Background: an optimization exercise with open tools, aiming at small area, a short achievable clock period and few clock cycles per item. Do not read the settings as production practice. Function was checked by simulation only, so behaviour that the tests miss may differ from the original.

==> flow/design.v (outline; a module is shown in full before it is edited, if it fits) <==
// module score_fifo: 47 lines
// module fp32_mul_unit: 13 lines
// module fp32_add_unit: 21 lines
// module fadd_swap: 9 lines
// module fadd_rshift: 3 lines
// module fadd_mant: 3 lines
// module fadd_lzc: 17 lines
// module fadd_lshift: 3 lines
// module fadd_out: 6 lines
// module dot_stage_a: 15 lines
// module dot_stage_b: 10 lines
// module mant_mul: 2157 lines
// module csa_fa: 10 lines
// module booth_xor: 7 lines
// module booth_ao: 9 lines
// module csa_maj: 8 lines
// module csa_ha: 9 lines
// module bk_add25: 172 lines
// module bk_carry23: 77 lines
// module bk_add24: 165 lines
// module score_scale_mask: 14 lines
// module attn_credit_ctrl: 24 lines
// module attn_score_top: 94 lines
module attn_score_top (
    input  logic               clk,
    input  logic               rst_n,
    input  logic               in_valid,
    input  attn_pkg::qk_pair_s in_pair,
    input  logic               causal_en,
    input  logic               out_credit,
    output logic               in_credit,
    output logic               out_valid,
    output attn_pkg::score_s   out_score
);
  // ...
==> flow/flow/run.sh <==
#!/bin/bash
# Standard layout with one change: the input and output port buffers are
# sky130_fd_sc_hd__buf_1 instead of the flow's default buffer cell.
set -euo pipefail
export BUFFER_PORTS_ARGS="-buffer_cell sky130_fd_sc_hd__buf_1"
bash standard.sh > standard_flow.log 2>&1
==> flow/standard.sh <==
#!/bin/bash
# synth_recipe.tcl (not shown) runs the flow's synth.tcl, then flattens the netlist and writes it again
# the make line also repeats each setting of config.mk as NAME=value (left out here)
make -C /OpenROAD-flow-scripts/flow DESIGN_CONFIG=/design/flow/config.mk WORK_HOME=/design/flow/orfs CLKGATE_MAP_FILE= SYNTH_SCRIPT=/design/flow/synth_recipe.tcl "${@:-finish}"
==> flow/config.mk <==
export PLATFORM = sky130hd
export DESIGN_NAME = attn_score_top
export DESIGN_NICKNAME = attn_score_top
export VERILOG_FILES = /design/flow/design.v
export SDC_FILE = /design/flow/constraint.sdc
export NUM_CORES = 4
export LEC_CHECK = 0
export CAP_MARGIN = 20
export CORE_MARGIN = 2
export CORE_UTILIZATION = 40
export GPL_TIMING_DRIVEN = 0
export SLEW_MARGIN = 20
export SYNTH_HIERARCHICAL = 1
export SYNTH_MINIMUM_KEEP_SIZE = 0
==> flow/constraint.sdc <==
create_clock -name core_clock -period 135.0 [get_ports {clk}]
set_input_delay 27.0000 -clock core_clock [delete_from_list [all_inputs] [get_ports {clk}]]
set_output_delay 27.0000 -clock core_clock [all_outputs]
set_load 0.01 [all_outputs]
==> metrics.md, run 1 <==
| Metric | Value |
|---|---|
| Status | `no timing/DRC/antenna violations` |
| Largest delay share family, worst path | `flip-flops` |
| Clock transition at path regs | `about 0.060 ns` |
| Final instance area | `approximately 100000 um2` |
| Most frequent cells in the layout | `xor2_1 (1247), a22o_1 (1207), fa_1 (1154)` |
| Multi-input logic area | `73600 um2` |
| CTS Buf Count | `66` |
| Number of cells on the critical path | `2` |
| Least-Margin Pin Slew | `1.24 ns` |
| Register area | `about 13000 um2` |
| Worst Slack Setup Final | `about 110 ns` |
| Post-Route Setup TNS | `0 ns` |
| Filler cells | `between 20000 and 25000` |
| Iter 0 DRT Violations | `a little over 6000` |
| Hold path endpoint | `row_q2[2]$_DFF_P_` |
| Initial antenna violation count | `4` |
| Ant. Diodes | `1` |
| Hold path start | `row_q[2]$_DFF_P_` |
| Largest net degree at the start of global routing | `31` |
| CTS tree | `built` |
| Yosys warns | `10` |
| Port Buffers | `310` |
| Fin. Hold Viols | `0` |
| Layout overhead on the synthesized area | `9.74%` |
Testbench counts, summed over its fixed seeds: cycles 1,944, items 1,920.
==> module fp32_mul_unit, before the edit <==
module fp32_mul_unit (
    input  logic [31:0] a,
    input  logic [31:0] b,
    output logic [31:0] p
);
    logic [24:0] m;
    logic [24:0] m_n;
    logic [7:0]  e;
    mant_mul i_mant (.fa(a[22:0]), .fb(b[22:0]), .hin(m_n));
    assign m = ~m_n;
    assign e = a[30:23] + b[30:23] + 8'd129 + {7'd0, m[24]};
    assign p = {a[31] ^ b[31], e, m[24] ? m[23:1] : m[22:0]};
endmodule
==> module dot_stage_a, before the edit <==
module dot_stage_a (
    input  logic [127:0] q,
    input  logic [127:0] k,
    output logic [31:0]  s1,
    output logic [31:0]  p2,
    output logic [31:0]  p3
);
    logic [31:0] p0;
    logic [31:0] p1;
    fp32_mul_unit i_mul0 (.a(q[31:0]),   .b(k[31:0]),   .p(p0));
    fp32_mul_unit i_mul1 (.a(q[63:32]),  .b(k[63:32]),  .p(p1));
    fp32_mul_unit i_mul2 (.a(q[95:64]),  .b(k[95:64]),  .p(p2));
    fp32_mul_unit i_mul3 (.a(q[127:96]), .b(k[127:96]), .p(p3));
    fp32_add_unit i_add1 (.a(p0), .b(p1), .r(s1));
endmodule
==> module attn_score_top, before the edit <==
module attn_score_top (
    input  logic               clk,
    input  logic               rst_n,
    input  logic               in_valid,
    input  attn_pkg::qk_pair_s in_pair,
    input  logic               causal_en,
    input  logic               out_credit,
    output logic               in_credit,
    output logic               out_valid,
    output attn_pkg::score_s   out_score
);
    logic [127:0]       q_q;
    logic [127:0]       k_q;
    attn_pkg::seq_idx_t row_q;
    attn_pkg::seq_idx_t col_q;
    logic               causal_q;
    logic               valid_q;
    logic [31:0]        s1;
    logic [31:0]        p2;
    logic [31:0]        p3;
    logic [31:0]        s1_q;
    logic [31:0]        p2_q;
    logic [31:0]        p3_q;
    attn_pkg::seq_idx_t row_q2;
    attn_pkg::seq_idx_t col_q2;
    logic               valid_q2;
    logic [31:0]        dot_sum;
    attn_pkg::score_s   score;
    logic               send;
    logic               avail_next;
    always_ff @(posedge clk) begin
        for (int i = 0; i < 4; i++) begin
            q_q[32*i +: 32] <= in_pair.query[i];
            k_q[32*i +: 32] <= in_pair.key[i];
        end
        row_q    <= in_pair.row;
        col_q    <= in_pair.col;
        causal_q <= causal_en;
    end
    always_ff @(posedge clk or negedge rst_n) begin
        if (!rst_n) begin
            valid_q  <= 1'b0;
            valid_q2 <= 1'b0;
        end else begin
            valid_q  <= in_valid;
            valid_q2 <= valid_q;
        end
    end
    dot_stage_a i_dot_a (
        .q  (q_q),
        .k  (k_q),
        .s1 (s1),
        .p2 (p2),
        .p3 (p3)
    );
    always_ff @(posedge clk) begin
        s1_q   <= s1;
        p2_q   <= p2;
        p3_q   <= p3;
        row_q2 <= row_q;
        col_q2 <= col_q;
    end
    dot_stage_b i_dot_b (
        .s1  (s1_q),
        .p2  (p2_q),
        .p3  (p3_q),
        .sum (dot_sum)
    );
    score_scale_mask i_scale (
        .sum_in    (dot_sum),
        .row       (row_q2),
        .col       (col_q2),
        .causal_en (causal_q),
        .score_out (score)
    );
    score_fifo i_fifo (
        .clk       (clk),
        .rst_n     (rst_n),
        .push      (valid_q2),
        .push_data (score),
        .pop        (send),
        .head       (out_score),
        .avail_next (avail_next)
    );
    attn_credit_ctrl i_ctrl (
        .clk        (clk),
        .rst_n      (rst_n),
        .avail_next (avail_next),
        .out_credit (out_credit),
        .send       (send),
        .in_credit  (in_credit),
        .out_valid  (out_valid)
    );
endmodule
==> inputs of run 2 (changes only) <==
--- a/flow/design.v
+++ b/flow/design.v
@@ -62,28 +62,40 @@
                 2'b01:   count <= count - 2'd1;
                 default: count <= count;
             endcase
         end
     end
 endmodule
 `default_nettype wire
 `default_nettype none
-module fp32_mul_unit (
+module fp32_mul_exp (
     input  logic [31:0] a,
     input  logic [31:0] b,
+    output logic        s,
+    output logic [4:0]  el,
+    output logic [3:0]  eh
+);
+    assign s  = a[31] ^ b[31];
+    assign el = {1'b0, a[26:23]} + {1'b0, b[26:23]} + 5'd1;
+    assign eh = a[30:27] + b[30:27];
+endmodule
+module fp32_mul_unit (
+    input  logic        s,
+    input  logic [4:0]  el,
+    input  logic [3:0]  eh,
+    input  logic [22:0] fa,
+    input  logic [22:0] fb,
     output logic [31:0] p
 );
     logic [24:0] m;
-    logic [24:0] m_n;
     logic [7:0]  e;
-    mant_mul i_mant (.fa(a[22:0]), .fb(b[22:0]), .hin(m_n));
-    assign m = ~m_n;
-    assign e = a[30:23] + b[30:23] + 8'd129 + {7'd0, m[24]};
-    assign p = {a[31] ^ b[31], e, m[24] ? m[23:1] : m[22:0]};
+    mant_mul i_mant (.fa(fa), .fb(fb), .hi(m));
+    assign e = {(eh + {3'd0, el[4]}) ^ 4'b1000, el[3:0]} + {7'd0, m[24]};
+    assign p = {s, e, m[24] ? m[23:1] : m[22:0]};
 endmodule
 module fp32_add_unit (
     input  logic [31:0] a,
     input  logic [31:0] b,
     output logic [31:0] r
 );
     logic [31:0] x;
     logic [22:0] yf;
@@ -138,44 +150,47 @@
 endmodule
 module fadd_out (input logic [31:0] x, input logic [24:0] s, input logic sub, input logic [4:0] sh, input logic [23:0] n, output logic [31:0] r);
     logic [7:0] en;
     assign en = (s[23:0] == 24'd0) ? 8'd0 : x[30:23] - {3'd0, sh};
     assign r = (s[24] && !sub) ? {x[31], x[30:23] + 8'd1, s[23:1]}
                                : {x[31], en, n[22:0]};
 endmodule
 module dot_stage_a (
-    input  logic [127:0] q,
-    input  logic [127:0] k,
-    output logic [31:0]  s1,
-    output logic [31:0]  p2,
-    output logic [31:0]  p3
+    input  logic [3:0]  sg,
+    input  logic [19:0] el,
+    input  logic [15:0] eh,
+    input  logic [91:0] qf,
+    input  logic [91:0] kf,
+    output logic [31:0] s1,
+    output logic [31:0] p2,
+    output logic [31:0] p3
 );
     logic [31:0] p0;
     logic [31:0] p1;
-    fp32_mul_unit i_mul0 (.a(q[31:0]),   .b(k[31:0]),   .p(p0));
-    fp32_mul_unit i_mul1 (.a(q[63:32]),  .b(k[63:32]),  .p(p1));
-    fp32_mul_unit i_mul2 (.a(q[95:64]),  .b(k[95:64]),  .p(p2));
-    fp32_mul_unit i_mul3 (.a(q[127:96]), .b(k[127:96]), .p(p3));
+    fp32_mul_unit i_mul0 (.s(sg[0]), .el(el[4:0]), .eh(eh[3:0]),   .fa(qf[22:0]),  .fb(kf[22:0]),  .p(p0));
+    fp32_mul_unit i_mul1 (.s(sg[1]), .el(el[9:5]), .eh(eh[7:4]),  .fa(qf[45:23]), .fb(kf[45:23]), .p(p1));
+    fp32_mul_unit i_mul2 (.s(sg[2]), .el(el[14:10]), .eh(eh[11:8]), .fa(qf[68:46]), .fb(kf[68:46]), .p(p2));
+    fp32_mul_unit i_mul3 (.s(sg[3]), .el(el[19:15]), .eh(eh[15:12]), .fa(qf[91:69]), .fb(kf[91:69]), .p(p3));
     fp32_add_unit i_add1 (.a(p0), .b(p1), .r(s1));
 endmodule
 module dot_stage_b (
     input  logic [31:0] s1,
     input  logic [31:0] p2,
     input  logic [31:0] p3,
     output logic [31:0] sum
 );
     logic [31:0] s2;
     fp32_add_unit i_add2 (.a(s1), .b(p2), .r(s2));
     fp32_add_unit i_add3 (.a(s2), .b(p3), .r(sum));
 endmodule
 module mant_mul (
     input  logic [22:0] fa,
     input  logic [22:0] fb,
-    output logic [24:0] hin
+    output logic [24:0] hi
 );
     logic one0;
     logic two0;
     logic neg0;
     logic un1;
     logic u2;
     logic u3;
     logic u4;
@@ -2314,20 +2329,18 @@
     csa_fa u_s1175 (.x(s1085), .y(c1002), .z(c1084), .s(s1175), .c(c1176));
     csa_fa u_s1177 (.x(s1087), .y(c1004), .z(c1086), .s(s1177), .c(c1178));
     csa_fa u_s1179 (.x(s1089), .y(c1006), .z(c1088), .s(s1179), .c(c1180));
     csa_fa u_s1181 (.x(s1091), .y(1'b1), .z(c1090), .s(s1181), .c(c1182));
     csa_fa u_s1183 (.x(un540), .y(1'b1), .z(c1092), .s(s1183), .c(c1184));
     assign r0 = {s1183, s1181, s1179, s1177, s1175, s1173, s1171, s1169, s1167, s1165, s1163, s1161, s1159, s1157, s1155, s1153, s1151, s1149, s1147, s1145, s1143, s1141, s1139, s1137, s1135, s1133, s1131, s1129, s1127, s1125, s1123, s1121, s1119, s1117, s1115, s1113, s1111, s1109, s1107, s1105, s1103, s1101, s1099, s1097, s1095, s1093, pp26, pp25};
     assign r1 = {c1182, c1180, c1178, c1176, c1174, c1172, c1170, c1168, c1166, c1164, c1162, c1160, c1158, c1156, c1154, c1152, c1150, c1148, c1146, c1144, c1142, c1140, c1138, c1136, c1134, c1132, c1130, c1128, c1126, c1124, c1122, c1120, c1118, c1116, c1114, c1112, c1110, c1108, c1106, c1104, c1102, c1100, c1098, c1096, c1094, neg1, 1'b0, neg0};
     logic        lc;
-    logic [24:0] hi;
     bk_carry23 u_lo (.a(r0[22:0]), .b(r1[22:0]), .cout(lc));
     bk_add25 u_hi (.a(r0[47:23]), .b(r1[47:23]), .cin(lc), .s(hi), .cout());
-    assign hin = ~hi;
 endmodule
 module csa_fa (
     input  logic x,
     input  logic y,
     input  logic z,
     output logic s,
     output logic c
 );
@@ -2830,18 +2843,24 @@
     input  logic               in_valid,
     input  attn_pkg::qk_pair_s in_pair,
     input  logic               causal_en,
     input  logic               out_credit,
     output logic               in_credit,
     output logic               out_valid,
     output attn_pkg::score_s   out_score
 );
-    logic [127:0]       q_q;
-    logic [127:0]       k_q;
+    logic [3:0]         sg_in;
+    logic [19:0]        el_in;
+    logic [15:0]        eh_in;
+    logic [3:0]         sg_q;
+    logic [19:0]        el_q;
+    logic [15:0]        eh_q;
+    logic [91:0]        qf_q;
+    logic [91:0]        kf_q;
     attn_pkg::seq_idx_t row_q;
     attn_pkg::seq_idx_t col_q;
     logic               causal_q;
     logic               valid_q;
     logic [31:0]        s1;
     logic [31:0]        p2;
     logic [31:0]        p3;
     logic [31:0]        s1_q;
@@ -2849,37 +2868,52 @@
     logic [31:0]        p3_q;
     attn_pkg::seq_idx_t row_q2;
     attn_pkg::seq_idx_t col_q2;
     logic               valid_q2;
     logic [31:0]        dot_sum;
     attn_pkg::score_s   score;
     logic               send;
     logic               avail_next;
+    for (genvar i = 0; i < 4; i++) begin : g_exp
+        fp32_mul_exp i_exp (
+            .a  (in_pair.query[i]),
+            .b  (in_pair.key[i]),
+            .s  (sg_in[i]),
+            .el (el_in[5*i +: 5]),
+            .eh (eh_in[4*i +: 4])
+        );
+    end
     always_ff @(posedge clk) begin
+        sg_q <= sg_in;
+        el_q <= el_in;
+        eh_q <= eh_in;
         for (int i = 0; i < 4; i++) begin
-            q_q[32*i +: 32] <= in_pair.query[i];
-            k_q[32*i +: 32] <= in_pair.key[i];
+            qf_q[23*i +: 23] <= in_pair.query[i][22:0];
+            kf_q[23*i +: 23] <= in_pair.key[i][22:0];
         end
         row_q    <= in_pair.row;
         col_q    <= in_pair.col;
         causal_q <= causal_en;
     end
     always_ff @(posedge clk or negedge rst_n) begin
         if (!rst_n) begin
             valid_q  <= 1'b0;
             valid_q2 <= 1'b0;
         end else begin
             valid_q  <= in_valid;
             valid_q2 <= valid_q;
         end
     end
     dot_stage_a i_dot_a (
-        .q  (q_q),
-        .k  (k_q),
+        .sg (sg_q),
+        .el (el_q),
+        .eh (eh_q),
+        .qf (qf_q),
+        .kf (kf_q),
         .s1 (s1),
         .p2 (p2),
         .p3 (p3)
     );
     always_ff @(posedge clk) begin
         s1_q   <= s1;
         p2_q   <= p2;
         p3_q   <= p3;
==> flow/config.mk (replaced) <==
export PLATFORM = sky130hd
export DESIGN_NAME = attn_score_top
export DESIGN_NICKNAME = attn_score_top
export VERILOG_FILES = /design/flow/design.v
export SDC_FILE = /design/flow/constraint.sdc
export NUM_CORES = 4
export LEC_CHECK = 0
export CAP_MARGIN = 20
export CORE_MARGIN = 2
export CORE_UTILIZATION = 40
export SLEW_MARGIN = 20
export SYNTH_HIERARCHICAL = 1
export SYNTH_MINIMUM_KEEP_SIZE = 0
==> run 2 against run 1 <==
Against the previous run:
- critical path depth is 1 lower
- final cell count is 1.3% lower
- global-route usage is 1.3 points lower
- largest cell class unchanged
- non-clock buffer count is 50 lower
- highest routed layer is now met5
==> metrics.md, run 2 <==
| Metric | Value |
|---|---|
| Vias in the first global route | `around 73000` |
| Final hold slack | `approximately 0.33 ns` |
| Largest delay share family, worst path | `flip-flops` |
| DRC Markers | `0` |
| Filler cells | `21060 (-1.6%)` |
| GR met2 Demand/Resource | `37.1%` |
| Max-cap violation count | `0` |
| Max H-tree Level | `3` |
| Pins Over Slew Limit | `0` |
| Max reg flops | `120` |
| Final instance area | `96700 um2 (-0.92%)` |
| Row Count | `between 150 and 200` |
| R2R setup slack | `approximately 110 ns` |
| Tcrit/Tclk final | `between 20% and 30%` |
| DR WL/cell | `~23 um` |
| Synth Instances | `8467` |
| Share of cells above drive strength 1 | `roughly 10%` |
| Final min period | `~28 ns` |
| Post-Route Setup TNS | `0 ns (unchanged)` |
| WS Path Type | `flop to output pin` |
| GRT Max-Usage Layer | `met2` |
| Hold depth | `0` |
| Iter 0 DRT Violations | `5698 (-8.5%)` |
| CTS Buf Count | `67 (+1.5%)` |
| HPWL Detailed | `between 200000 and 250000 um` |
| Layout overhead on the synthesized area | `9.14%` |
| Total core area | `between 200000 and 250000 um2` |
| CTS Root Buffer Type | `clkbuf_16` |
| Fin. Hold Viols | `0 (unchanged)` |
| Antenna Nets Post-Route | `0` |
| Ports | `around 570` |
| Chip height | `approximately 470 um` |
| Met1 usage | `about 33%` |
| Relative slew slack | `15.5%` |
| Hold Buf Count CTS | `0` |
| Cell Area, Placed | `about 94000 um2` |
| Max Root-Sink Buffers | `3` |
| Worst Path Buf+Inv | `1` |
| CP peak stage delay | `approximately 0.44 ns` |
| Setup Buffers After CTS | `0` |
| Cell depth of the worst flop-to-flop path | `78` |
| Worst-skew pair later-pin latency | `about 0.75 ns` |
| Die X | `475 um` |
| Grt ovf | `0` |
| Post-CTS Resized | `0` |
| First-pass GRT wire length | `around 420000 um` |
| Port Buffers | `310 (unchanged)` |
| Detailed Route WL | `approximately 270000 um` |
| Arr. time, crit path | `between 1 and 1.5 ns` |
| Final nets | `roughly 11000` |
| Worst-path maximum fanout | `1` |
| CTS tree | `built` |
| Clock transition at path regs | `0.06 ns (about the same)` |
| Vias | `around 71000` |
| Mean number of vias per cell | `5.94` |
| Largest regs | `i_fifo.mem x120, kf_q x92, qf_q x92` |
| Unrepaired setup endpoints after global routing | `no` |
| Routability cong. | `approximately 0.93` |
| Cell Area, Synth | `just under 90000 um2` |
| GRT Overall Usage | `23.6%` |
| GR Layer Usage met3 | `under 10%` |
| Yosys warns | `10 (unchanged)` |
| Synth Area per Inst | `approximately 10 um2` |
| Initial antenna violation count | `4 (unchanged)` |
| Largest net degree at the start of global routing | `93 (+200%)` |
| Least-Margin Pin Slew | `1.27 ns (+0.0292 ns)` |
| TritonRoute pass-1 iters | `6` |
| DIE AREA | `between 200000 and 250000 um2` |
| Worst Slack Setup Final | `106.68 ns (+0.0330 ns)` |
| Initial cell density of the core | `between 40 and 50%` |
| Setup-failing EPs final | `0` |
| Startpoint Class | `flop` |
| Most frequent cells in the layout | `xor2_1 (1232), a22o_1 (1207), fa_1 (1158)` |
| Number of cells on the critical path | `1 (-1)` |
| Worst min-delay path class | `flop to flop` |
| CP max-delay cell | `edfxtp_1` |
| Fmax achieved | `about 35 MHz` |
| Worst slack at placement | `106.65 ns` |
| Largest Register | `i_fifo.mem` |
| Clk_skew | `just over 0.05 ns` |
| Commonest non-fill, non-tap cell in the layout | `xor2_1` |
| Worst EP required | `~110 ns` |
| CP cell instances | `buf_1` |
| Critical Path Sink Type | `output pin` |
| Total clock sinks | `between 500 and 600` |
| Status | `no timing/DRC/antenna violations` |
[run 2: layer usage]
metal,vias to the layer above,part of all wire (%)
met2,2912,45
met5,-,0.0048
met3,524,7.9
li1,31856,-
met4,2,3.6
met1,35522,44
[run 2: layout make-up]
cell class / count / area, um2 / share of cell area [%]
Multi-Input combinational cell: 7349 / 74100 / 76.7
Sequential cell: 509 / 11900 / 12.3
Tap cell: 2958 / 3700 / 3.83
Timing Repair Buffer: 547 / 2990 / 3.09
Clock buffer: 81 / 1780 / 1.84
Inverter: 431 / 1620 / 1.67
Clock inverter: 41 / 599 / 0.620
Antenna cell: 4 / 10.0 / 0.0104
[run 2: final timing paths]
check | startpoint | to
worst min-delay path | col_q[2]$_DFF_P_ | col_q2[2]$_DFF_P_
min in group asynchronous | rst_n | valid_q$_DFF_PN0_
worst min register to register | col_q[2]$_DFF_P_ | col_q2[2]$_DFF_P_
worst max-delay path | i_fifo.head[9]$_DFFE_PP_ | out_score[9]
max in group asynchronous | rst_n | i_fifo.wr_ptr[0]$_DFFE_PN0P_
worst max register to register | p2_q[8]$_DFF_P_ | i_fifo.head[38]$_DFFE_PP_
[run 2: stage by stage]
stage / instances / utilization, %
2_1_floorplan: 8519 / -
3_3_place_gp: 11791 / 42.8
3_5_place_dp: 11792 / 42.9
4_1_cts: 11914 / 43.9
5_1_grt: 11917 / 44.0
6_report: 11920 / 44.0
Testbench counts of run 2, summed over its fixed seeds: cycles 1,944, items 1,920.
==> module dot_stage_b, before the edit <==
module dot_stage_b (
    input  logic [31:0] s1,
    input  logic [31:0] p2,
    input  logic [31:0] p3,
    output logic [31:0] sum
);
    logic [31:0] s2;
    fp32_add_unit i_add2 (.a(s1), .b(p2), .r(s2));
    fp32_add_unit i_add3 (.a(s2), .b(p3), .r(sum));
endmodule
==> module score_scale_mask, before the edit <==
module score_scale_mask (
    input  logic [31:0]        sum_in,
    input  attn_pkg::seq_idx_t row,
    input  attn_pkg::seq_idx_t col,
    input  logic               causal_en,
    output attn_pkg::score_s   score_out
);
    logic masked;
    assign masked = causal_en && (col > row);
    assign score_out.score = masked ? attn_pkg::MASK_WORD
                                    : {sum_in[31], sum_in[30:23] - 8'd1, sum_in[22:0]};
    assign score_out.row   = row;
    assign score_out.col   = col;
endmodule
==> inputs of run 3 (changes only) <==
--- a/flow/design.v
+++ b/flow/design.v
@@ -114,4 +114,25 @@
     fadd_out    u_out  (.x(x), .s(s), .sub(sub), .sh(sh), .n(n), .r(r));
 endmodule
+module fp32_add_half_unit (
+    input  logic [31:0] a,
+    input  logic [31:0] b,
+    output logic [31:0] r
+);
+    logic [31:0] x;
+    logic [22:0] yf;
+    logic [7:0]  d;
+    logic [23:0] ym;
+    logic        sub;
+    logic [24:0] s;
+    logic [4:0]  sh;
+    logic [23:0] n;
+    fadd_swap   u_swap (.a(a), .b(b), .x(x), .yf(yf), .d(d));
+    fadd_rshift u_rsh  (.yf(yf), .d(d), .ym(ym));
+    assign sub = a[31] ^ b[31];
+    fadd_mant   u_mant (.xf(x[22:0]), .ym(ym), .sub(sub), .s(s));
+    fadd_lzc    u_lzc  (.s(s[23:0]), .e(x[30:23]), .sh(sh));
+    fadd_lshift u_lsh  (.s(s[23:0]), .sh(sh), .n(n));
+    fadd_out_half u_out  (.x(x), .s(s), .sub(sub), .sh(sh), .n(n), .r(r));
+endmodule
 module fadd_swap (input logic [31:0] a, input logic [31:0] b, output logic [31:0] x, output logic [22:0] yf, output logic [7:0] d);
     logic        a_big;
@@ -155,4 +176,10 @@
                                : {x[31], en, n[22:0]};
 endmodule
+module fadd_out_half (input logic [31:0] x, input logic [24:0] s, input logic sub, input logic [4:0] sh, input logic [23:0] n, output logic [31:0] r);
+    logic [7:0] en;
+    assign en = (s[23:0] == 24'd0) ? 8'hFF : x[30:23] + {3'b111, ~sh};
+    assign r = (s[24] && !sub) ? {x[31], x[30:23], s[23:1]}
+                               : {x[31], en, n[22:0]};
+endmodule
 module dot_stage_a (
     input  logic [3:0]  sg,
@@ -181,5 +208,5 @@
     logic [31:0] s2;
     fp32_add_unit i_add2 (.a(s1), .b(p2), .r(s2));
-    fp32_add_unit i_add3 (.a(s2), .b(p3), .r(sum));
+    fp32_add_half_unit i_add3 (.a(s2), .b(p3), .r(sum));
 endmodule
 module mant_mul (
@@ -2806,5 +2833,5 @@
     assign masked = causal_en && (col > row);
     assign score_out.score = masked ? attn_pkg::MASK_WORD
-                                    : {sum_in[31], sum_in[30:23] - 8'd1, sum_in[22:0]};
+                                    : sum_in;
     assign score_out.row   = row;
     assign score_out.col   = col;
==> run 3 against run 2 <==
Against the previous run:
- routed wire length grew 0.21%
- synthesized area shrank 0.49%
- highest routed layer is now met4
- sequential share of layout area up 0.066 points
==> metrics.md, run 3 <==
| Metric | Value |
|---|---|
| Status | `no timing/DRC/antenna violations` |
| Iter 0 DRT Violations | `6195 (+8.7%)` |
| Die X | `473 um (-0.24%)` |
| CTS tree | `built` |
| Arr. time, crit path | `1.32 ns (about the same)` |
| Critical Path Sink Type | `output pin` |
| Final min period | `28.32 ns (-0.00600 ns)` |
| CP cell instances | `buf_1` |
| Tcrit/Tclk final | `21.0% (about the same)` |
| Setup-failing EPs final | `0 (unchanged)` |
| Fin. Hold Viols | `0 (unchanged)` |
| Final nets | `11119 (+0.17%)` |
| Total core area | `219000 um2 (-0.29%)` |
| WS Path Type | `flop to output pin` |
| TritonRoute pass-1 iters | `6 (unchanged)` |
| GRT Overall Usage | `23.7% (+0.18 points)` |
| Largest Register | `i_fifo.mem` |
| Highest metal used | `met4` |
| Relative slew slack | `21.5% (+6.0 points)` |
| Metal2 WL | `122000 um (+1.9%)` |
| DR WL/cell | `22.7 um (+0.79%)` |
| Pins Over Slew Limit | `0 (unchanged)` |
| Row Count | `172 (unchanged)` |
| R2R setup slack | `112.16 ns (-0.71 ns)` |
| HPWL Detailed | `207000 um (+2.3%)` |
| Worst-path maximum fanout | `4 (+3)` |
| Yosys warns | `10 (unchanged)` |
| Largest net degree at the start of global routing | `57 (-39%)` |
| First-pass GRT wire length | `424000 um (+0.40%)` |
| Hold Buf Count CTS | `0 (unchanged)` |
| Least-Margin Pin Slew | `1.18 ns (-0.0895 ns)` |
| Largest regs | `i_fifo.mem x120, kf_q x92, qf_q x92` |
| Worst Path Buf+Inv | `1 (unchanged)` |
| Initial cell density of the core | `40.2% (-0.079 points)` |
| Port Buffers | `310 (unchanged)` |
| Worst EP required | `108.00 ns (about the same)` |
| Chip height | `473 um (-0.24%)` |
| Most frequent cells in the layout | `xor2_1 (1242), a22o_1 (1207), fa_1 (1158)` |
| CTS Root Buffer Type | `clkbuf_16` |
| Post-Route Setup TNS | `0 ns (unchanged)` |
| Clock transition at path regs | `0.06 ns (about the same)` |
| CTS Buf Count | `66 (-1.5%)` |
| Post-CTS Resized | `0 (unchanged)` |
| Largest delay share family, worst path | `flip-flops` |
| Antenna Nets Post-Route | `0 (unchanged)` |
| Max-cap violation count | `0 (unchanged)` |
| Setup Buffers After CTS | `0 (unchanged)` |
| Synth Area per Inst | `10.4 um2 (-0.48%)` |
| Max reg flops | `120 (unchanged)` |
| Routability cong. | `0.931 (-0.30%)` |
| Vias | `71166 (+0.49%)` |
| Final hold slack | `0.336 ns (+0.00427 ns)` |
| Worst min-delay path class | `flop to flop` |
| Commonest non-fill, non-tap cell in the layout | `xor2_1` |
| Grt ovf | `0 (unchanged)` |
| Unrepaired setup endpoints after global routing | `no` |
| Startpoint Class | `flop` |
| Share of cells above drive strength 1 | `9.62% (-0.52 points)` |
| Fmax achieved | `35.3 MHz (about the same)` |
| Worst-skew pair later-pin latency | `0.74 ns (about the same)` |
| Clk_skew | `0.0659 ns (+0.0149 ns)` |
| CP peak stage delay | `0.41 ns (-0.03 ns)` |
| Vias in the first global route | `73548 (+0.16%)` |
| Cell Area, Synth | `88200 um2 (-0.49%)` |
| DIE AREA | `224000 um2 (-0.49%)` |
| Routed metal-1 wirelength | `118000 um (+0.83%)` |
| Metal3 WL | `19300 um (-8.5%)` |
| Layout overhead on the synthesized area | `9.09% (about the same)` |
| Worst Slack Setup Final | `106.68 ns (+0.00600 ns)` |
| Max Root-Sink Buffers | `3 (unchanged)` |
| Mean number of vias per cell | `6.01 (+1.1%)` |
| Ports | `567 (unchanged)` |
| CP max-delay cell | `dfrtp_1` |
| Cell Area, Placed | `93900 um2 (-0.38%)` |
| Detailed Route WL | `269000 um (+0.21%)` |
| Final instance area | `96200 um2 (-0.54%)` |
| Max H-tree Level | `3 (unchanged)` |
| Total clock sinks | `509 (unchanged)` |
| Worst slack at placement | `106.91 ns (+0.267 ns)` |
| Initial antenna violation count | `6 (+2)` |
| Synth Instances | `8466 (-0.012%)` |
| DRC Markers | `0 (unchanged)` |
-- run 3: worst paths after layout --
path,startpoint,endpoint,cells after the start
worst min register to register,col_q[1]$_DFF_P_,col_q2[1]$_DFF_P_,0
min in group asynchronous,rst_n,i_fifo.head_valid$_DFF_PN0_,1
max in group asynchronous,rst_n,i_ctrl.credit_cnt[0]$_DFF_PN0_,1
worst max register to register,p2_q[26]$_DFF_P_,i_fifo.head[38]$_DFFE_PP_,79
worst min-delay path,col_q[1]$_DFF_P_,col_q2[1]$_DFF_P_,0
worst max-delay path,i_ctrl.send$_DFF_PN0_,in_credit,1
-- run 3: area by class of cell --
type	instances	area, um2
fill	20815	123000
multi-input combinational	7358	73700
sequential	509	11900
tap	2871	3590
timing repair buffer	578	3210
clock buffer	85	1790
inverter	414	1550
clock inverter	35	417
antenna	1	2.50
-- run 3: per-stage QoR --
stage               std cells  utilization, %
floorplan                8518               -
global placement        11728            42.8
detailed placement      11728            42.8
CTS                     11848            43.8
global route            11851            43.9
finish                  11851            43.9
-- run 3: layer usage --
metal	global-route usage, %	up-vias
li1	-	31930
met1	33.0	35876
met2	37.7	2891
met3	3.80	469
met4	7.60	0
met5	0	-
Testbench counts of run 3, summed over its fixed seeds: cycles 1,944, items 1,920.
==> inputs of run 4 (changes only) <==
--- a/flow/config.mk
+++ b/flow/config.mk
@@ -9,4 +9,6 @@
 export CORE_MARGIN = 2
 export CORE_UTILIZATION = 40
+export CTS_CLUSTER_DIAMETER = 150
+export CTS_CLUSTER_SIZE = 20
 export SLEW_MARGIN = 20
 export SYNTH_HIERARCHICAL = 1
==> run 4 against run 3 <==
Against the previous run:
- still clean on timing, DRC and antenna
- hold slack better by 0.0072 ns
- core utilization down 0.48 points
- register-to-register slack better by 0.08 ns
- synthesized area unchanged
- critical endpoint unchanged
==> metrics.md, run 4 <==
| Metric | Value |
|---|---|
| Max Root-Sink Buffers | `3 (unchanged)` |
| Worst-path maximum fanout | `4 (unchanged)` |
| Initial antenna violation count | `6 (unchanged)` |
| Largest delay share family, worst path | `flip-flops` |
| Relative slew slack | `20.8% (-0.68 points)` |
| Largest net degree at the start of global routing | `57 (unchanged)` |
| Hold Buf Count CTS | `0 (unchanged)` |
| CTS Buf Count | `36 (-45%)` |
| CP peak stage delay | `0.41 ns (about the same)` |
| Worst Path Buf+Inv | `1 (unchanged)` |
| Cell Area, Placed | `93900 um2 (unchanged)` |
| DIE AREA | `224000 um2 (unchanged)` |
| Synth Area per Inst | `10.4 um2 (unchanged)` |
| Final min period | `28.27 ns (-0.0460 ns)` |
| Final instance area | `95100 um2 (-1.1%)` |
| Clk_skew | `0.0581 ns (-0.00779 ns)` |
| Max-cap violation count | `0 (unchanged)` |
| Largest Register | `i_fifo.mem` |
| Mean number of vias per cell | `6.02 (+0.21%)` |
| Vias | `70955 (-0.30%)` |
| Vias in the first global route | `73259 (-0.39%)` |
| Fin. Hold Viols | `0 (unchanged)` |
| DR WL/cell | `22.7 um (+0.19%)` |
| Layout overhead on the synthesized area | `7.89%` |
| Row Count | `172 (unchanged)` |
| Die X | `473 um (unchanged)` |
| Commonest non-fill, non-tap cell in the layout | `xor2_1` |
| CTS tree | `built` |
| Cell Area, Synth | `88200 um2 (unchanged)` |
| Layout Cells excl Fill | `11791 (-0.51%)` |
| Total clock sinks | `509 (unchanged)` |
| Routed metal-1 wirelength | `118000 um (-0.30%)` |
| Highest metal used | `met4` |
| Grt ovf | `0 (unchanged)` |
| Startpoint Class | `flop` |
| Routability cong. | `0.931 (unchanged)` |
| First-pass GRT wire length | `423000 um (-0.24%)` |
| Final hold slack | `0.343 ns (+0.00722 ns)` |
| Worst-skew pair later-pin latency | `0.69 ns (-0.05 ns)` |
| Max H-tree Level | `2 (-1)` |
| Post-Route Setup TNS | `0 ns (unchanged)` |
| Port Buffers | `310 (unchanged)` |
| Clock transition at path regs | `0.08 ns (+0.02 ns)` |
| Detailed Route WL | `268000 um (-0.32%)` |
| Final nets | `11089 (-0.27%)` |
| Metal2 WL | `122000 um (-0.18%)` |
| Filler cells | `20888 (+0.35%)` |
| GRT Overall Usage | `23.6% (-0.12 points)` |
| CP cell instances | `buf_1` |
| Ports | `567 (unchanged)` |
| Yosys warns | `10 (unchanged)` |
| Setup Buffers After CTS | `0 (unchanged)` |
| Post-CTS Resized | `0 (unchanged)` |
| Worst EP required | `108.00 ns (about the same)` |
| Total core area | `219000 um2 (unchanged)` |
| Initial cell density of the core | `40.2% (unchanged)` |
| HPWL Detailed | `207000 um (unchanged)` |
| DRC Markers | `0 (unchanged)` |
| Worst min-delay path class | `flop to flop` |
| CTS Root Buffer Type | `clkbuf_16` |
| Critical Path Sink Type | `output pin` |
| Antenna Nets Post-Route | `0 (unchanged)` |
| CP max-delay cell | `dfrtp_1` |
| Share of cells above drive strength 1 | `9.08% (-0.54 points)` |
| Unrepaired setup endpoints after global routing | `no` |
| Metal3 WL | `19200 um (-0.92%)` |
| Largest regs | `i_fifo.mem x120, kf_q x92, qf_q x92` |
| Least-Margin Pin Slew | `1.19 ns (+0.0101 ns)` |
| Iter 0 DRT Violations | `5920 (-4.4%)` |
| Most frequent cells in the layout | `xor2_1 (1242), a22o_1 (1207), fa_1 (1158)` |
| Status | `no timing/DRC/antenna violations` |
| Dpl cells | `11728 (unchanged)` |
| Fmax achieved | `35.4 MHz (+0.16%)` |
| Tcrit/Tclk final | `20.9% (-0.034 points)` |
| TritonRoute pass-1 iters | `6 (unchanged)` |
| Pins Over Slew Limit | `0 (unchanged)` |
| WS Path Type | `flop to output pin` |
| Chip height | `473 um (unchanged)` |
| Synth Instances | `8466 (unchanged)` |
| Max reg flops | `120 (unchanged)` |
| Setup-failing EPs final | `0 (unchanged)` |
| Arr. time, crit path | `1.27 ns (-0.05 ns)` |
==> run 4: worst paths after layout <==
| check | start | end | slack (ns) | cells after the start |
|---|---|---|---|---|
| hold / removal | row_q[0]$_DFF_P_ | row_q2[0]$_DFF_P_ | 0.34 | 0 |
| min in group asynchronous | rst_n | i_fifo.rd_ptr[0]$_DFFE_PN0P_ | 26.35 | 1 |
| setup / recovery | i_ctrl.send$_DFF_PN0_ | in_credit | 106.73 | 1 |
| max in group asynchronous | rst_n | i_fifo.rd_ptr[1]$_DFFE_PN0P_ | 108.15 | 1 |
| setup reg to reg | p2_q[26]$_DFF_P_ | i_fifo.head[38]$_DFFE_PP_ | 112.24 | 79 |
| hold reg to reg | row_q[0]$_DFF_P_ | row_q2[0]$_DFF_P_ | 0.34 | 0 |
==> run 4: layer usage <==
metal / vias up / track usage (%)
li1: 31820 / -
met2: 2957 / 37.7
met3: 452 / 3.20
met1: 35726 / 33.1
met4: 0 / 7.34
met5: - / 0
==> run 4: stage by stage <==
| step | utilization (%) | setup WS, ns |
|---|---|---|
| floorplan | - | 107.09 |
| global route | 43.4 | 106.65 |
| finish | 43.4 | 106.73 |
| detailed placement | 42.8 | 106.91 |
| global placement | 42.8 | 106.94 |
| CTS | 43.3 | 106.62 |
==> run 4: final cells by class <==
| type | count | area (um2) | area share [%] |
|---|---|---|---|
| Inverter | 414 | 1550 | 1.63 |
| Tap cell | 2871 | 3590 | 3.78 |
| Sequential cell | 509 | 11900 | 12.5 |
| Clock inverter | 13 | 198 | 0.208 |
| Multi-Input combinational cell | 7358 | 73700 | 77.5 |
| Clock buffer | 47 | 962 | 1.01 |
| Timing Repair Buffer | 578 | 3210 | 3.37 |
| Antenna cell | 1 | 2.50 | 0.00263 |
==> inputs of run 5 (changes only) <==
--- a/flow/config.mk
+++ b/flow/config.mk
@@ -11,4 +11,5 @@
 export CTS_CLUSTER_DIAMETER = 150
 export CTS_CLUSTER_SIZE = 20
+export PLACE_DENSITY = 0.72
 export SLEW_MARGIN = 20
 export SYNTH_HIERARCHICAL = 1
==> run 5 against run 4 <==
Against the previous run:
- still clean
- design area about the same
- worst setup slack improved by 0.034 ns
- synthesized area is the same
- largest cell class unchanged
- highest routed layer unchanged
==> metrics.md, run 5 <==
| Metric | Value |
|---|---|
| RR Endpoint | `i_fifo.head[35]$_DFFE_PP_` |
| Pins Over Slew Limit | `0 (unchanged)` |
| Share of cells above drive strength 1 | `8.93% (-0.15 points)` |
| Total clock sinks | `509 (unchanged)` |
| Unrepaired setup endpoints after global routing | `no` |
| Routability cong. | `0.953 (+2.4%)` |
| DIE AREA | `224000 um2 (unchanged)` |
| Mean number of vias per cell | `6.12 (+1.7%)` |
| Hold path endpoint | `col_q2[2]$_DFF_P_` |
| Yosys warns | `10 (unchanged)` |
| Fmax achieved | `35.4 MHz (+0.12%)` |
| R2R setup slack | `112.14 ns (-0.10 ns)` |
| Max H-tree Level | `2 (unchanged)` |
| Critical Path Sink Type | `output pin` |
| Commonest non-fill, non-tap cell in the layout | `xor2_1` |
| Arr. time, crit path | `1.24 ns (-0.03 ns)` |
| Worst-skew pair later-pin latency | `0.66 ns (-0.03 ns)` |
| HPWL Detailed | `203000 um (-1.9%)` |
| CTS tree | `built` |
| Max Root-Sink Buffers | `3 (unchanged)` |
| Worst min-delay path class | `flop to flop` |
| Largest delay share family, worst path | `flip-flops` |
| Vias in the first global route | `74659 (+1.9%)` |
| CP cell instances | `buf_1` |
| Final min period | `28.24 ns (-0.0340 ns)` |
| Filler cells | `20776 (-0.54%)` |
| Row Count | `172 (unchanged)` |
| Setup-failing EPs final | `0 (unchanged)` |
| Clk_skew | `0.0260 ns (-0.0321 ns)` |
| Synth Area per Inst | `10.4 um2 (unchanged)` |
| Detailed Route WL | `269000 um (+0.26%)` |
| Cell depth of the worst flop-to-flop path | `78 (-1.3%)` |
| Setup Buffers After CTS | `0 (unchanged)` |
| Chip height | `473 um (unchanged)` |
| Cell Area, Synth | `88200 um2 (unchanged)` |
| DRC Markers | `0 (unchanged)` |
| Largest regs | `i_fifo.mem x120, kf_q x92, qf_q x92` |
| Max reg flops | `120 (unchanged)` |
| GRT Overall Usage | `23.5% (-0.10 points)` |
| Status | `no timing/DRC/antenna violations` |
| WS Path Type | `flop to output pin` |
| CTS Root Buffer Type | `clkbuf_16` |
| Final core utilization | `43.4% (about the same)` |
| Worst-path maximum fanout | `4 (unchanged)` |
| Register area | `11900 um2 (about the same)` |
| CTS Buf Count | `37 (+2.8%)` |
| Iter 0 DRT Violations | `7344 (+24%)` |
| Post-CTS Resized | `0 (unchanged)` |
| Total core area | `219000 um2 (unchanged)` |
| CP peak stage delay | `0.41 ns (about the same)` |
| DR WL/cell | `22.8 um (+0.30%)` |
| Initial cell density of the core | `40.2% (unchanged)` |
| FF-to-FF Start | `p2_q[26]$_DFF_P_` |
| Tcrit/Tclk final | `20.9% (-0.025 points)` |
| Multi-input logic area | `73700 um2 (about the same)` |
| Least-Margin Pin Slew | `1.20 ns (+0.0105 ns)` |
| Hold Buf Count CTS | `0 (unchanged)` |
| Max-cap violation count | `0 (unchanged)` |
| Clock transition at path regs | `0.08 ns (about the same)` |
| Relative slew slack | `20.1% (-0.70 points)` |
| Antenna Nets Post-Route | `0 (unchanged)` |
| Synth Instances | `8466 (unchanged)` |
| Largest net degree at the start of global routing | `56 (-1.8%)` |
| Port Buffers | `310 (unchanged)` |
| Largest Register | `i_fifo.mem` |
| Final nets | `11082 (-0.063%)` |
| Grt ovf | `0 (unchanged)` |
| Most frequent cells in the layout | `xor2_1 (1242), a22o_1 (1207), fa_1 (1158)` |
| Initial antenna violation count | `5 (-1)` |
| Layout overhead on the synthesized area | `7.85% (about the same)` |
| Startpoint Class | `flop` |
| Hold path start | `col_q[2]$_DFF_P_` |
| Post-Route Setup TNS | `0 ns (unchanged)` |
| Vias | `72165 (+1.7%)` |
| Fin. Hold Viols | `0 (unchanged)` |
| Hold depth | `0 (unchanged)` |
| Worst Path Buf+Inv | `1 (unchanged)` |
| Ports | `567 (unchanged)` |
| TritonRoute pass-1 iters | `6 (unchanged)` |
| First-pass GRT wire length | `422000 um (-0.17%)` |
| Worst EP required | `108.00 ns (about the same)` |
| Die X | `473 um (unchanged)` |
| CP max-delay cell | `dfrtp_1` |
[run 5: worst max-delay path by stage]
| stage | depth (start not counted) | to | slack [ns] | startpoint |
|---|---|---|---|---|
| final | 1 | out_valid | 106.76 | i_ctrl.send$_DFF_PN0_ |
| after detailed placement | 5 | el_q[14]$_DFF_P_ | 106.30 | in_pair[97] |
| after global routing | 1 | out_valid | 106.67 | i_ctrl.send$_DFF_PN0_ |
| after global placement | 5 | el_q[14]$_DFF_P_ | 106.27 | in_pair[97] |
| after CTS | 1 | out_valid | 106.69 | i_ctrl.send$_DFF_PN0_ |
| after floorplan | 6 | el_q[14]$_DFF_P_ | 107.09 | in_pair[351] |
[run 5: per-layer routing]
| layer | share of wire, % | routed length, um | global-route usage [%] |
|---|---|---|---|
| met3 | 9.2 | 24700 | 4.30 |
| met4 | 4.3 | 11600 | 9.40 |
| met5 | 0 | 0 | 0 |
| met2 | 45 | 121000 | 37.1 |
| met1 | 42 | 112000 | 31.8 |
[run 5: cell type report]
type                            count  share of cell area, %
Multi-Input combinational cell   7358                   77.5
Sequential cell                   509                   12.5
Tap cell                         2871                   3.78
Timing Repair Buffer              570                   3.32
Inverter                          414                   1.63
Clock buffer                       47                   1.03
Clock inverter                     15                  0.230
Antenna cell                        3                0.00790
[run 5: stage by stage]
step | hold WS [ns] | std cells | worst slack (ns) | area [um2]
3_5_place_dp | 0.312 | 11719 | 106.30 | 93800
2_1_floorplan | 0.310 | 8518 | 107.09 | 88400
5_1_grt | 0.348 | 11786 | 106.67 | 95100
3_3_place_gp | 0.317 | 11718 | 106.27 | 93800
6_report | 0.336 | 11787 | 106.76 | 95100
4_1_cts | 0.338 | 11781 | 106.69 | 95000
==> inputs of run 6 (changes only) <==
--- a/flow/config.mk
+++ b/flow/config.mk
@@ -6,11 +6,10 @@
 export NUM_CORES = 4
 export LEC_CHECK = 0
-export CAP_MARGIN = 20
+export CAP_MARGIN = 10
 export CORE_MARGIN = 2
 export CORE_UTILIZATION = 40
 export CTS_CLUSTER_DIAMETER = 150
 export CTS_CLUSTER_SIZE = 20
-export PLACE_DENSITY = 0.72
-export SLEW_MARGIN = 20
+export SLEW_MARGIN = 10
 export SYNTH_HIERARCHICAL = 1
 export SYNTH_MINIMUM_KEEP_SIZE = 0
==> run 6 against run 5 <==
Against the previous run:
- synthesized cell count did not move
- routed wire length down 0.18%
- die area did not move
- register-to-register slack gained 0.04 ns
- non-clock buffer count grew 6
- count of clock-buffer cells in the layout unchanged
- global-route usage rose by 0.10 points
- worst setup slack got worse by 0.035 ns
- critical endpoint is now in_credit
- largest cell class unchanged
==> metrics.md, run 6 <==
| Metric | Value |
|---|---|
| Max-cap violation count | `0 (unchanged)` |
| CP peak stage delay | `0.41 ns (about the same)` |
| Vias | `71159 (-1.4%)` |
| Routed metal-1 wirelength | `118000 um (+5.4%)` |
| First-pass GRT wire length | `423000 um (+0.17%)` |
| Max H-tree Level | `2 (unchanged)` |
| Commonest non-fill, non-tap cell in the layout | `xor2_1` |
| Antenna Nets Post-Route | `0 (unchanged)` |
| Post-Route Setup TNS | `0 ns (unchanged)` |
| Total clock sinks | `509 (unchanged)` |
| Vias in the first global route | `73259 (-1.9%)` |
| Hold depth | `0 (unchanged)` |
| Worst-path maximum fanout | `4 (unchanged)` |
| Setup Buffers After CTS | `0 (unchanged)` |
| Largest regs | `i_fifo.mem x120, kf_q x92, qf_q x92` |
| Startpoint Class | `flop` |
| Row Count | `172 (unchanged)` |
| RR Endpoint | `i_fifo.head[38]$_DFFE_PP_` |
| Final core utilization | `43.3% (about the same)` |
| Metal3 WL | `19700 um (-20%)` |
| Synth Area per Inst | `10.4 um2 (unchanged)` |
| Least-Margin Pin Slew | `1.24 ns (+0.0388 ns)` |
| Final nets | `11087 (+0.045%)` |
| Synth Instances | `8466 (unchanged)` |
| Ports | `567 (unchanged)` |
| Post-CTS Resized | `0 (unchanged)` |
| Hold Buf Count CTS | `0 (unchanged)` |
| Worst EP required | `108.00 ns (about the same)` |
| Final hold slack | `0.343 ns (+0.00644 ns)` |
| Share of cells above drive strength 1 | `9.05% (+0.12 points)` |
| Relative slew slack | `17.5% (-2.6 points)` |
| Detailed Route WL | `268000 um (-0.18%)` |
| CP cell instances | `buf_1` |
| Largest delay share family, worst path | `flip-flops` |
| Metal2 WL | `122000 um (+1.1%)` |
| Clock transition at path regs | `0.08 ns (about the same)` |
| Chip height | `473 um (unchanged)` |
| Highest metal used | `met4` |
| FF-to-FF Start | `p2_q[26]$_DFF_P_` |
| Cell depth of the worst flop-to-flop path | `79 (+1.3%)` |
| R2R setup slack | `112.18 ns (+0.04 ns)` |
| Worst Path Buf+Inv | `1 (unchanged)` |
| Layout overhead on the synthesized area | `7.83% (about the same)` |
| WS Path Type | `flop to output pin` |
| Largest Register | `i_fifo.mem` |
| DIE AREA | `224000 um2 (unchanged)` |
| Fmax achieved | `35.4 MHz (-0.12%)` |
| Total core area | `219000 um2 (unchanged)` |
| Crit path launch | `i_ctrl.send$_DFF_PN0_` |
| Worst-skew pair later-pin latency | `0.69 ns (+0.03 ns)` |
| Port Buffers | `310 (unchanged)` |
| Unrepaired setup endpoints after global routing | `no` |
| Yosys warns | `10 (unchanged)` |
| Max Root-Sink Buffers | `3 (unchanged)` |
| DRC Markers | `0 (unchanged)` |
| Tcrit/Tclk final | `20.9% (+0.026 points)` |
| CTS Root Buffer Type | `clkbuf_16` |
| Routability cong. | `0.931 (-2.3%)` |
| Hold path start | `row_q[0]$_DFF_P_` |
| Fin. Hold Viols | `0 (unchanged)` |
| Arr. time, crit path | `1.27 ns (+0.03 ns)` |
| Worst min-delay path class | `flop to flop` |
| DR WL/cell | `22.7 um (-0.19%)` |
| Max reg flops | `120 (unchanged)` |
| CTS Buf Count | `36 (-2.7%)` |
| Grt ovf | `0 (unchanged)` |
| GRT Overall Usage | `23.6% (+0.10 points)` |
| TritonRoute pass-1 iters | `5 (-1)` |
| Hold path endpoint | `row_q2[0]$_DFF_P_` |
| Cell Area, Synth | `88200 um2 (unchanged)` |
| Die X | `473 um (unchanged)` |
| CP max-delay cell | `dfrtp_1` |
| Clk_skew | `0.0577 ns (+0.0317 ns)` |
| HPWL Detailed | `207000 um (+1.9%)` |
| Mean number of vias per cell | `6.04 (-1.4%)` |
| Status | `no timing/DRC/antenna violations` |
| Initial cell density of the core | `40.2% (unchanged)` |
| Iter 0 DRT Violations | `6049 (-18%)` |
| Largest net degree at the start of global routing | `57 (+1.8%)` |
| Initial antenna violation count | `6 (+1)` |
| CTS tree | `built` |
| Critical Path Sink Type | `output pin` |
| Pins Over Slew Limit | `0 (unchanged)` |
| Worst slack at placement | `106.91 ns (+0.615 ns)` |
| Final min period | `28.27 ns (+0.0350 ns)` |
| Setup-failing EPs final | `0 (unchanged)` |
| Worst Slack Setup Final | `106.73 ns (-0.0350 ns)` |
| Most frequent cells in the layout | `xor2_1 (1242), a22o_1 (1207), fa_1 (1158)` |
-- run 6: final cells by class --
type                    instances  area [um2]
well taps                    2871        3590
multi-input cells            7358       73700
fillers                     20890      124000
flip-flops and latches        509       11900
inverters                     414        1550
repair buffers                576        3160
clock buffers                  47         962
diodes                          1        2.50
clock inverters                13         198
-- run 6: worst max path at each step --
stage | end | depth (start not counted)
3_3_place_gp | el_q[4]$_DFF_P_ | 7
5_1_grt | in_credit | 1
4_1_cts | in_credit | 1
2_1_floorplan | el_q[14]$_DFF_P_ | 6
6_report | in_credit | 1
3_5_place_dp | el_q[4]$_DFF_P_ | 7
-- run 6: per-layer routing --
metal / vias to the layer above / GRT usage [%]
met3: 433 / 3.20
li1: 31818 / -
met1: 35823 / 33.1
met5: - / 0
met2: 3085 / 37.7
met4: 0 / 7.34
-- run 6: through the flow --
step / instances / cell area, um2
CTS: 11788 / 95100
finish: 11789 / 95100
detailed placement: 11728 / 93900
global route: 11789 / 95100
global placement: 11728 / 93900
floorplan: 8518 / 88400
==> inputs of run 7 (changes only) <==
--- a/flow/config.mk
+++ b/flow/config.mk
@@ -9,6 +9,4 @@
 export CORE_MARGIN = 2
 export CORE_UTILIZATION = 40
-export CTS_CLUSTER_DIAMETER = 150
-export CTS_CLUSTER_SIZE = 20
 export SLEW_MARGIN = 10
 export SYNTH_HIERARCHICAL = 1
==> run 7 against run 6 <==
Against the previous run:
- flip-flop and latch count is the same
- fmax is 0.16% lower
- routed wire length rose by 0.24%
- hold slack lost 0.0072 ns
- die area unchanged
- via count is essentially flat
- synthesized area did not move
- final cell count increased by 0.52%
- non-clock buffer count stayed put
- global-route usage grew 0.12 points
- sequential share of layout area down 0.14 points
- largest cell class unchanged
==> metrics.md, run 7 <==
| Metric | Value |
|---|---|
| Status | `no timing/DRC/antenna violations` |
| Routability cong. | `0.931 (unchanged)` |
| Commonest non-fill, non-tap cell in the layout | `xor2_1` |
| Worst Path Buf+Inv | `1 (unchanged)` |
| Dpl cells | `11728 (unchanged)` |
| Critical Path Sink Type | `output pin` |
| Worst Slack Setup Final | `106.68 ns (-0.0450 ns)` |
| Initial cell density of the core | `40.2% (unchanged)` |
| CP max-delay cell | `dfrtp_1` |
| CTS Buf Count | `66 (+83%)` |
| FF-to-FF Start | `p2_q[26]$_DFF_P_` |
| Vias in the first global route | `73548 (+0.39%)` |
| Largest Register | `i_fifo.mem` |
| Ports | `567 (unchanged)` |
| Largest delay share family, worst path | `flip-flops` |
| Final min period | `28.32 ns (+0.0450 ns)` |
| Synth Area per Inst | `10.4 um2 (unchanged)` |
| Port Buffers | `310 (unchanged)` |
| Largest regs | `i_fifo.mem x120, kf_q x92, qf_q x92` |
| Number of cells on the critical path | `1 (unchanged)` |
| Cell depth of the worst flop-to-flop path | `79 (unchanged)` |
| Share of cells above drive strength 1 | `9.59% (+0.54 points)` |
| Max-cap violation count | `0 (unchanged)` |
| Cell Area, Placed | `93900 um2 (unchanged)` |
| Max reg flops | `120 (unchanged)` |
| Chip height | `473 um (unchanged)` |
| Clock transition at path regs | `0.06 ns (-0.02 ns)` |
| Fmax achieved | `35.3 MHz (-0.16%)` |
| Worst min-delay path class | `flop to flop` |
| Most frequent cells in the layout | `xor2_1 (1242), a22o_1 (1207), fa_1 (1158)` |
| WS Path Type | `flop to output pin` |
| Max Root-Sink Buffers | `3 (unchanged)` |
| GRT Overall Usage | `23.7% (+0.12 points)` |
| Largest net degree at the start of global routing | `57 (unchanged)` |
| Layout Cells excl Fill | `11850 (+0.52%)` |
| Row Count | `172 (unchanged)` |
| Layout overhead on the synthesized area | `9.02%` |
| CTS tree | `built` |
| Initial antenna violation count | `6 (unchanged)` |
| Synth Instances | `8466 (unchanged)` |
| Arr. time, crit path | `1.32 ns (+0.05 ns)` |
| Clk_skew | `0.0634 ns (+0.00577 ns)` |
| Worst slack at placement | `106.91 ns (unchanged)` |
| Post-Route Setup TNS | `0 ns (unchanged)` |
| Total core area | `219000 um2 (unchanged)` |
| Pins Over Slew Limit | `0 (unchanged)` |
| CTS Root Buffer Type | `clkbuf_16` |
| Fin. Hold Viols | `0 (unchanged)` |
| Relative slew slack | `17.3% (-0.25 points)` |
| Final nets | `11117 (+0.27%)` |
| Grt ovf | `0 (unchanged)` |
| Tcrit/Tclk final | `21.0% (+0.033 points)` |
| Least-Margin Pin Slew | `1.24 ns (+0.00374 ns)` |
| CP cell instances | `buf_1` |
| Filler cells | `20818 (-0.34%)` |
| Yosys warns | `10 (unchanged)` |
| Vias | `71225 (+0.093%)` |
| Startpoint Class | `flop` |
| HPWL Detailed | `207000 um (unchanged)` |
| DR WL/cell | `22.7 um (-0.27%)` |
| Worst EP required | `108.00 ns (about the same)` |
| TritonRoute pass-1 iters | `6 (+1)` |
| Max H-tree Level | `3 (+1)` |
| Unrepaired setup endpoints after global routing | `no` |
| Worst-skew pair later-pin latency | `0.74 ns (+0.05 ns)` |
| Setup-failing EPs final | `0 (unchanged)` |
| Cell Area, Synth | `88200 um2 (unchanged)` |
| Worst-path maximum fanout | `4 (unchanged)` |
| Iter 0 DRT Violations | `6124 (+1.2%)` |
| Total clock sinks | `509 (unchanged)` |
| Final instance area | `96100 um2 (+1.1%)` |
| Setup Buffers After CTS | `0 (unchanged)` |
| RR Endpoint | `i_fifo.head[38]$_DFFE_PP_` |
| CP peak stage delay | `0.41 ns (about the same)` |
| Hold Buf Count CTS | `0 (unchanged)` |
| Die X | `473 um (unchanged)` |
| DRC Markers | `0 (unchanged)` |
| Detailed Route WL | `269000 um (+0.24%)` |
| DIE AREA | `224000 um2 (unchanged)` |
| Crit path launch | `i_ctrl.send$_DFF_PN0_` |
| Antenna Nets Post-Route | `0 (unchanged)` |
| Post-CTS Resized | `0 (unchanged)` |
| First-pass GRT wire length | `424000 um (+0.24%)` |
| Mean number of vias per cell | `6.01 (-0.42%)` |
| End of the critical path | `in_credit` |
| R2R setup slack | `112.22 ns (+0.04 ns)` |
==> run 7: area by class of cell <==
class / instances / area (um2) / area share, %
diodes: 2 / 5.00 / 0.00521
clock buffers: 85 / 1790 / 1.87
clock inverters: 35 / 417 / 0.433
inverters: 414 / 1550 / 1.62
multi-input cells: 7358 / 73700 / 76.7
flip-flops and latches: 509 / 11900 / 12.3
well taps: 2871 / 3590 / 3.74
repair buffers: 576 / 3160 / 3.29
==> run 7: worst min path at each step <==
| stage | startpoint | end | slack [ns] | cells after the start |
|---|---|---|---|---|
| after CTS | col_q[1]$_DFF_P_ | col_q2[1]$_DFF_P_ | 0.34 | 0 |
| after detailed placement | col_q[1]$_DFF_P_ | col_q2[1]$_DFF_P_ | 0.31 | 0 |
| final | col_q[3]$_DFF_P_ | col_q2[3]$_DFF_P_ | 0.34 | 0 |
| after floorplan | col_q[0]$_DFF_P_ | col_q2[0]$_DFF_P_ | 0.31 | 0 |
| after global placement | col_q[3]$_DFF_P_ | col_q2[3]$_DFF_P_ | 0.32 | 0 |
| after global routing | col_q[3]$_DFF_P_ | col_q2[3]$_DFF_P_ | 0.35 | 0 |
==> run 7: through the flow <==
step | util [%] | hold WS (ns)
after floorplan | - | 0.310
after global placement | 42.8 | 0.318
after detailed placement | 42.8 | 0.312
after CTS | 43.8 | 0.341
after global routing | 43.8 | 0.349
final | 43.8 | 0.336
==> run 7: layer usage <==
| layer | vias up | wire, um | track usage (%) |
|---|---|---|---|
| met4 | 0 | 8740 | 7.60 |
| met3 | 456 | 19800 | 3.80 |
| met1 | 35853 | 118000 | 33.0 |
| met2 | 2997 | 122000 | 37.7 |
| met5 | - | 0 | 0 |
| li1 | 31919 | - | - |

[what the ideal ports hide]
The flow's constraints put no driver on any port. The routed layouts listed below were extracted and timed again, unchanged, in two steps. Step 1 (the two cells are an assumption about what drives the block):
set clk [get_ports {clk}]
set_driving_cell -lib_cell sky130_fd_sc_hd__clkbuf_16 $clk
set_driving_cell -lib_cell sky130_fd_sc_hd__buf_2 [delete_from_list [all_inputs] $clk]
Step 2 moves the port delays by t, midway between the first and last clock arrival at a register: inputs arrive t later, outputs are due t later. That takes back most of the time a late clock gives input paths. Three values: no drivers, after step 1, after step 2; two values: the first two.
run | t, ns | setup WS [ns] | clock arrival spread, ns
run 1 | 0.785 | 106.644 / 106.558 / 107.228 | 0.054 / 0.055
run 2 | 0.815 | 106.677 / 106.587 / 106.611 | 0.061 / 0.061
run 3 | 0.801 | 106.683 / 106.599 / 106.865 | 0.079 / 0.079
run 4 | 0.752 | 106.729 / 106.644 / 106.874 | 0.065 / 0.064
run 5 | 0.738 | 106.763 / 106.677 / 106.370 | 0.027 / 0.028
run 6 | 0.750 | 106.728 / 106.644 / 106.875 | 0.061 / 0.061
run 7 | 0.799 | 106.683 / 106.599 / 106.866 | 0.078 / 0.077
After both steps every run listed still meets setup and hold. For run 5, which loses most, drivers alone change the setup slack by -0.086 ns; drivers and shift together by -0.393 ns.
